This is an optimization exercise on Yosys and OpenROAD, whose aim is small area, a short achievable clock period and few clock cycles per item, not a production implementation. In this exercise RTL edits were held to simulation tests only and were not proved equivalent to the original. Power and IR drop assume default switching activity.

Design fp_mult_pipe, start of the top module:
module fp_mult_pipe #(
    parameter int EXP_W = 8,
    parameter int MAN_W = 23
) (
    input  logic                   clk,
    input  logic                   rst_n,
    input  logic                   in_valid,
    output logic                   in_ready,
    input  logic [EXP_W+MAN_W:0]   a,
    input  logic [EXP_W+MAN_W:0]   b,
    output logic                   out_valid,
    input  logic                   out_ready,
    output logic [EXP_W+MAN_W:0]   product,
    output logic [4:0]             flags
);
    logic [7:0]  ea, eb;
    logic [23:0] ma, mb;
    logic        a_zero, b_zero, a_inf, b_inf, a_nan, b_nan;
    logic        k_nan, k_inv, k_inf, k_zero;
    logic [9:0]  exp_sum;
    assign ea = a[30:23];
    assign eb = b[30:23];
    assign ma = {1'b1, a[22:0]};
    assign mb = {1'b1, b[22:0]};
    assign a_zero = (ea == 8'h00);
    assign b_zero = (eb == 8'h00);
    assign a_inf  = (ea == 8'hFF) && (a[22:0] == 23'd0);
    assign b_inf  = (eb == 8'hFF) && (b[22:0] == 23'd0);
  ...
Settings: LEC_CHECK=0, ABC_AREA=1, CAP_MARGIN=20, CORE_MARGIN=2, CORE_UTILIZATION=55, SETUP_SLACK_MARGIN=5, SLEW_MARGIN=20, TNS_END_PERCENT=0; clock period 12.0 ns.
standard.sh (not shown) runs the stock make flow with config.mk's settings and CLKGATE_MAP_FILE= SYNTH_SCRIPT=/design/flow/synth_recipe.tcl, a recipe that flattens the netlist after the stock synthesis.
==> flow/flow/run.sh <==
#!/bin/bash
# Standard ORFS layout through standard.sh, with three changes to how it is made:
#  - Yosys's quick ABC pass inside "synth" is skipped (SYNTH_ARGS=-noabc), so the
#    full-adder extraction sees the RTL's adder expressions directly; the final
#    ABC mapping, register mapping and naming are unchanged.
#  - ports are buffered with buf_2 cells instead of the delay cells buffer_ports
#    picks on its own (still one buffer on every input and output port);
#  - timing repair aims past the standard flow's slack target (SETUP_SLACK_MARGIN), which
#    shortens the achieved period. The SDC and clock period are the standard flow's.
# Each tool's full output goes to standard_flow.log and ORFS's own logs/.
set -euo pipefail
cd "$(dirname "$0")/.."
MARGIN=$(cat flow/margin.txt 2>/dev/null || echo 6.5)
bash standard.sh SYNTH_ARGS=-noabc SETUP_SLACK_MARGIN=$MARGIN "BUFFER_PORTS_ARGS=-buffer_cell sky130_fd_sc_hd__buf_2" finish > standard_flow.log 2>&1
==> flow/flow/margin.txt <==
6.0
Testbench counts at the start, summed over its fixed seeds: cycles 8,008, items 8,000.
Next try:
CORE_UTILIZATION = 48   (was 55)
Outcome:
- The new run completed with no timing, DRC or antenna violations
- register-to-register slack improves by 0.10 ns
- worst setup slack is better by 0.030 ns
- final cell count rose by 2.2%
- global-route usage goes down by 4.9 points
- cell area goes down by 0.90%
- synthesized area stays the same


## orange
fp_mult_pipe, a different RTL version from the one above (not shown whole).
For scale: roughly 2200 cells after synthesis, ~110 I/O pins, ~19000 um^2 of cells after synthesis.
clock: 12.0 ns
lec_check: 0
abc_area: 1
cap_margin: 20
core_margin: 2
core_utilization: 40
setup_slack_margin: 5
slew_margin: 20
tns_end_percent: 0
==> flow/flow/margin.txt <==
5.5
Scripts as last shown in full above: flow/flow/run.sh
Testbench counts of orange, summed over its fixed seeds: cycles 8,008, items 8,000.
#### Input delta (purple over orange)
diff --git a/flow/flow/run.sh b/flow/flow/run.sh
--- a/flow/flow/run.sh
+++ b/flow/flow/run.sh
@@ -2 +2 @@
-# Standard ORFS layout through standard.sh, with three changes to how it is made:
+# Standard ORFS layout through standard.sh, with two changes to how it is made:
@@ -6,2 +5,0 @@
-#  - ports are buffered with buf_2 cells instead of the delay cells buffer_ports
-#    picks on its own (still one buffer on every input and output port);
@@ -14 +12 @@
-bash standard.sh SYNTH_ARGS=-noabc SETUP_SLACK_MARGIN=$MARGIN "BUFFER_PORTS_ARGS=-buffer_cell sky130_fd_sc_hd__buf_2" finish > standard_flow.log 2>&1
+bash standard.sh SYNTH_ARGS=-noabc SETUP_SLACK_MARGIN=$MARGIN finish > standard_flow.log 2>&1
==> flow/flow/margin.txt <==
6.0
Notes after the runs:
On purple: post-route fraction of the period consumed by the critical path is 3.2 points lower than what orange gave.
Re tap cell count: no difference whatsoever between purple and orange.
Compared with orange, in purple worst setup slack +380 ps; growth of design area from synthesis to finish climbed 14 points; final area increased by 13% relative to the old numbers.


== wip/nickel ==
RTL: one of the versions met above, not the one the previous note started from.
Size: ~2100 cells after synthesis, ~0.019 mm^2 of cells after synthesis.
Settings: LEC_CHECK=0, ABC_AREA=1, CAP_MARGIN=20, CORE_MARGIN=2, CORE_UTILIZATION=40, SETUP_SLACK_MARGIN=5, SLEW_MARGIN=20, TNS_END_PERCENT=0; clock period 12.0 ns.
==> flow/flow/run.sh <==
#!/bin/bash
# Standard ORFS layout through standard.sh, with three changes to how it is made:
#  - Yosys's quick ABC pass inside "synth" is skipped (SYNTH_ARGS=-noabc), so the
#    full-adder extraction sees the RTL's adder expressions directly; the final
#    ABC mapping, register mapping and naming are unchanged.
#  - ports are buffered with buf_2 cells instead of the delay cells buffer_ports
#    picks on its own (still one buffer on every input and output port);
#  - timing repair aims past the standard flow's slack target (SETUP_SLACK_MARGIN), which
#    shortens the achieved period. The SDC and clock period are the standard flow's.
# Each tool's full output goes to standard_flow.log and ORFS's own logs/.
set -euo pipefail
cd "$(dirname "$0")/.."
MARGIN=$(cat flow/margin.txt 2>/dev/null || echo 6.5)
bash standard.sh SYNTH_ARGS=-noabc SETUP_SLACK_MARGIN=$MARGIN "BUFFER_PORTS_ARGS=-buffer_cell sky130_fd_sc_hd__buf_2" finish > standard_flow.log 2>&1
==> flow/flow/margin.txt <==
6.25
Testbench counts of wip/nickel, summed over its fixed seeds: cycles 8,008, items 8,000.
The inputs of wip/fjord differ from those of wip/nickel as listed below.
==> flow/flow/margin.txt <==
5.75
==> notes.md <==
Compare wip/fjord and wip/nickel | total routing usage reported by global routing lower: wip/fjord
Diff wip/nickel -> wip/fjord: number of setup buffers added after CTS now smaller; worst endpoint required time now smaller.
Compared to wip/nickel, wip/fjord has fraction of area in multi-input gates 1.7 points higher.
| number of nets in the layout | wip/fjord vs wip/nickel | 2.6% lower |
Storage element area came out exactly the same in wip/fjord and wip/nickel.
Delta (wip/fjord minus wip/nickel): area of all placed cells without fillers now sits lower, total power now sits lower, core utilization now sits lower.
Going from wip/nickel to wip/fjord, routed wire length shrinks by about 12%.
Higher wire length of the first global-routing pass goes to wip/nickel over wip/fjord.


fp_mult_pipe, a different RTL version from the one above (not shown whole).
Size in the first run: about 2200 cells after synthesis, about 84 flip-flops.
==> flow/config.mk <==
export PLATFORM = sky130hd
export DESIGN_NAME = fp_mult_pipe
export DESIGN_NICKNAME = fp_mult_pipe
export VERILOG_FILES = /design/flow/design.v
export SDC_FILE = /design/flow/constraint.sdc
export NUM_CORES = 4
export LEC_CHECK = 0
export ABC_AREA = 1
export CAP_MARGIN = 20
export CORE_MARGIN = 2
export CORE_UTILIZATION = 48
export CTS_BUF_LIST = sky130_fd_sc_hd__clkbuf_4 sky130_fd_sc_hd__clkbuf_8
export SETUP_SLACK_MARGIN = 5
export SLEW_MARGIN = 20
export TNS_END_PERCENT = 0
==> flow/constraint.sdc <==
create_clock -name core_clock -period 12.0 [get_ports {clk}]
set_input_delay 2.4000 -clock core_clock [delete_from_list [all_inputs] [get_ports {clk}]]
set_output_delay 2.4000 -clock core_clock [all_outputs]
set_load 0.01 [all_outputs]
==> flow/flow/margin.txt <==
6.0
Scripts as last shown in full above: flow/flow/run.sh
Testbench counts at the start, summed over its fixed seeds: cycles 8,008, items 8,000.
Edit:
Settings changed: TNS_END_PERCENT 0 to default.
Power rises slightly.
Utilization came out higher by 0.17 points.
Wire length is higher slightly.
Sequential cell count stays the same.
Final cell count hardly moves.
Clock power is lower by a little under a tenth.
Via count goes up slightly.
Die area stays the same.
Worst setup slack improves by 0.019 ns.
Non-clock buffer count is lower by 1.
Final area came out higher slightly.
Edit:
Settings changed: CORE_UTILIZATION 48 to 55, CTS_BUF_LIST sky130_fd_sc_hd__clkbuf_4 sky130_fd_sc_hd__clkbuf_8 to default, TNS_END_PERCENT from default to 0.
After rerunning: Wire length went up slightly; die area went down by roughly a tenth; critical path depth went down by 1; total power went up slightly; setup slack loses 0.045 ns.
Edit:
Settings changed: CORE_UTILIZATION 55 to 48.
Result:
- The new run completed with no timing, DRC or antenna violations
- worst hold slack degrades by 0.060 ns
- die area goes up by 14%
- worst setup slack gains 0.024 ns
- wire length is lower by 1.3%
- clock power came out lower by about 4%
- sequential power fell by about 0.6%
- combinational power went down by about 1%
- register-to-register slack gets better by 0.24 ns
- sequential share of layout area stays flat
- utilization shrinks by 6.9 points
- critical path depth stays the same


Setup of job 7073:
fp_mult_pipe again, from the RTL that the note above started with.
export LEC_CHECK = 0
export ABC_AREA = 1
export CAP_MARGIN = 20
export CORE_MARGIN = 2
export CORE_UTILIZATION = 48
export SETUP_SLACK_MARGIN = 5
export SLEW_MARGIN = 20
export TNS_END_PERCENT = 0
create_clock -name core_clock -period 12.0 [get_ports {clk}]
==> flow/flow/run.sh <==
#!/bin/bash
# Standard ORFS layout through standard.sh, with three changes to how it is made:
#  - Yosys's quick ABC pass inside "synth" is skipped (SYNTH_ARGS=-noabc), so the
#    full-adder extraction sees the RTL's adder expressions directly; the final
#    ABC mapping, register mapping and naming are unchanged.
#  - ports are buffered with buf_1 cells instead of the delay cells buffer_ports
#    picks on its own (still one buffer on every input and output port);
#  - timing repair aims past the standard flow's slack target (SETUP_SLACK_MARGIN), which
#    shortens the achieved period. The SDC and clock period are the standard flow's.
# Each tool's full output goes to standard_flow.log and ORFS's own logs/.
set -euo pipefail
cd "$(dirname "$0")/.."
MARGIN=$(cat flow/margin.txt 2>/dev/null || echo 6.5)
bash standard.sh SYNTH_ARGS=-noabc SETUP_SLACK_MARGIN=$MARGIN "BUFFER_PORTS_ARGS=-buffer_cell sky130_fd_sc_hd__buf_1" finish > standard_flow.log 2>&1
Scripts as last shown in full above: flow/flow/margin.txt
Testbench counts of job 7073, summed over its fixed seeds: cycles 8,008, items 8,000.
For job 935, these inputs were changed with respect to job 7073:
--- a/flow/flow/run.sh
+++ b/flow/flow/run.sh
@@ -4,5 +4,5 @@
 #    full-adder extraction sees the RTL's adder expressions directly; the final
 #    ABC mapping, register mapping and naming are unchanged.
-#  - ports are buffered with buf_1 cells instead of the delay cells buffer_ports
+#  - ports are buffered with buf_2 cells instead of the delay cells buffer_ports
 #    picks on its own (still one buffer on every input and output port);
 #  - timing repair aims past the standard flow's slack target (SETUP_SLACK_MARGIN), which
@@ -12,3 +12,3 @@
 cd "$(dirname "$0")/.."
 MARGIN=$(cat flow/margin.txt 2>/dev/null || echo 6.5)
-bash standard.sh SYNTH_ARGS=-noabc SETUP_SLACK_MARGIN=$MARGIN "BUFFER_PORTS_ARGS=-buffer_cell sky130_fd_sc_hd__buf_1" finish > standard_flow.log 2>&1
+bash standard.sh SYNTH_ARGS=-noabc SETUP_SLACK_MARGIN=$MARGIN "BUFFER_PORTS_ARGS=-buffer_cell sky130_fd_sc_hd__buf_2" finish > standard_flow.log 2>&1
==> flow/flow/margin.txt <==
6.25
==> notes.md <==
Across job 935 and job 7073, the outcome is the same: a clean finish for every run. Job 935 against job 7073: register clock-pin slew on the reported worst setup and hold paths now larger, static leakage now sits higher. In the reports for job 935 and job 7073, the smaller number of combinational gates with multiple inputs belongs to job 7073. Comparing the two runs side by side, job 935 comes out behind job 7073 on detailed-route wire length. Per the comparison of job 935 with job 7073, non-clock buffer count rose by about 40%, synthesis-to-finish area growth rose by 11 points.
Inputs modified between job 935 and job 2793:
Settings: CORE_UTILIZATION changed from 48 to 40.
==> flow/flow/margin.txt <==
6.0
### Flow results
Re count of pins on the block boundary: no difference whatsoever between job 2793 and job 935. Worst setup slack in job 2793 vs job 935: down 0.23 ns. Summary — global-route track usage on met1, job 2793 relative to job 935: lower, by 11 points. Job 2793: width of the die 9.4% above job 935. Final-layout non-clock buffer area share: job 2793 < job 935.

## static timing again, ports no longer ideal
How much do the figures lean on ideal ports? The routed layouts below were timed once more, with nothing changed but the port constraints. Step 1: set_driving_cell puts a clkbuf_16 on clk and a buf_2 on each other input, an assumption about the parent block. Step 2 times the ports against the registers' clock, not the clock port: input delays grow and output delays shrink by t, the midpoint of the rising clock arrivals with the driver on. a / b / c = ideal ports / drivers / drivers and shift; a / b = the first two.
run | t, ns | setup WS [ns] | slew at the worst register clock pin (ns) | worst data-port slew with drivers (ns)
the first run of note 1 | 0.425 | 5.957 / 5.995 / 5.570 | 0.07 / 0.07 | 0.09
the second run of note 1 | 0.421 | 5.987 / 6.010 / 5.589 | 0.08 / 0.08 | 0.06
orange | 0.416 | 5.524 / 5.537 / 5.121 | 0.08 / 0.08 | 0.04
purple | 0.425 | 5.905 / 5.943 / 5.518 | 0.08 / 0.08 | 0.05
wip/nickel | 0.432 | 6.113 / 6.152 / 5.720 | 0.08 / 0.08 | 0.16
wip/fjord | 0.418 | 5.761 / 5.791 / 5.372 | 0.08 / 0.08 | 0.04
the first run of note 4 | 0.449 | 6.012 / 6.028 / 5.579 | 0.10 / 0.10 | 0.09
the second run of note 4 | 0.459 | 6.031 / 6.035 / 5.576 | 0.10 / 0.10 | 0.06
the third run of note 4 | 0.426 | 5.986 / 6.006 / 5.596 | 0.08 / 0.08 | 0.08
the fourth run of note 4 | 0.427 | 6.010 / 6.040 / 5.613 | 0.07 / 0.07 | 0.15
job 7073 | 0.414 | 5.986 / 6.002 / 5.587 | 0.08 / 0.08 | 0.10
job 935 | 0.422 | 6.184 / 6.133 / 5.711 | 0.08 / 0.08 | 0.16
job 2793 | 0.415 | 5.949 / 5.981 / 5.566 | 0.07 / 0.07 | 0.14
After both steps every run listed still meets setup and hold. The setup slack of job 935, which loses most, moves by -0.051 ns with the drivers and by -0.473 ns with both steps.
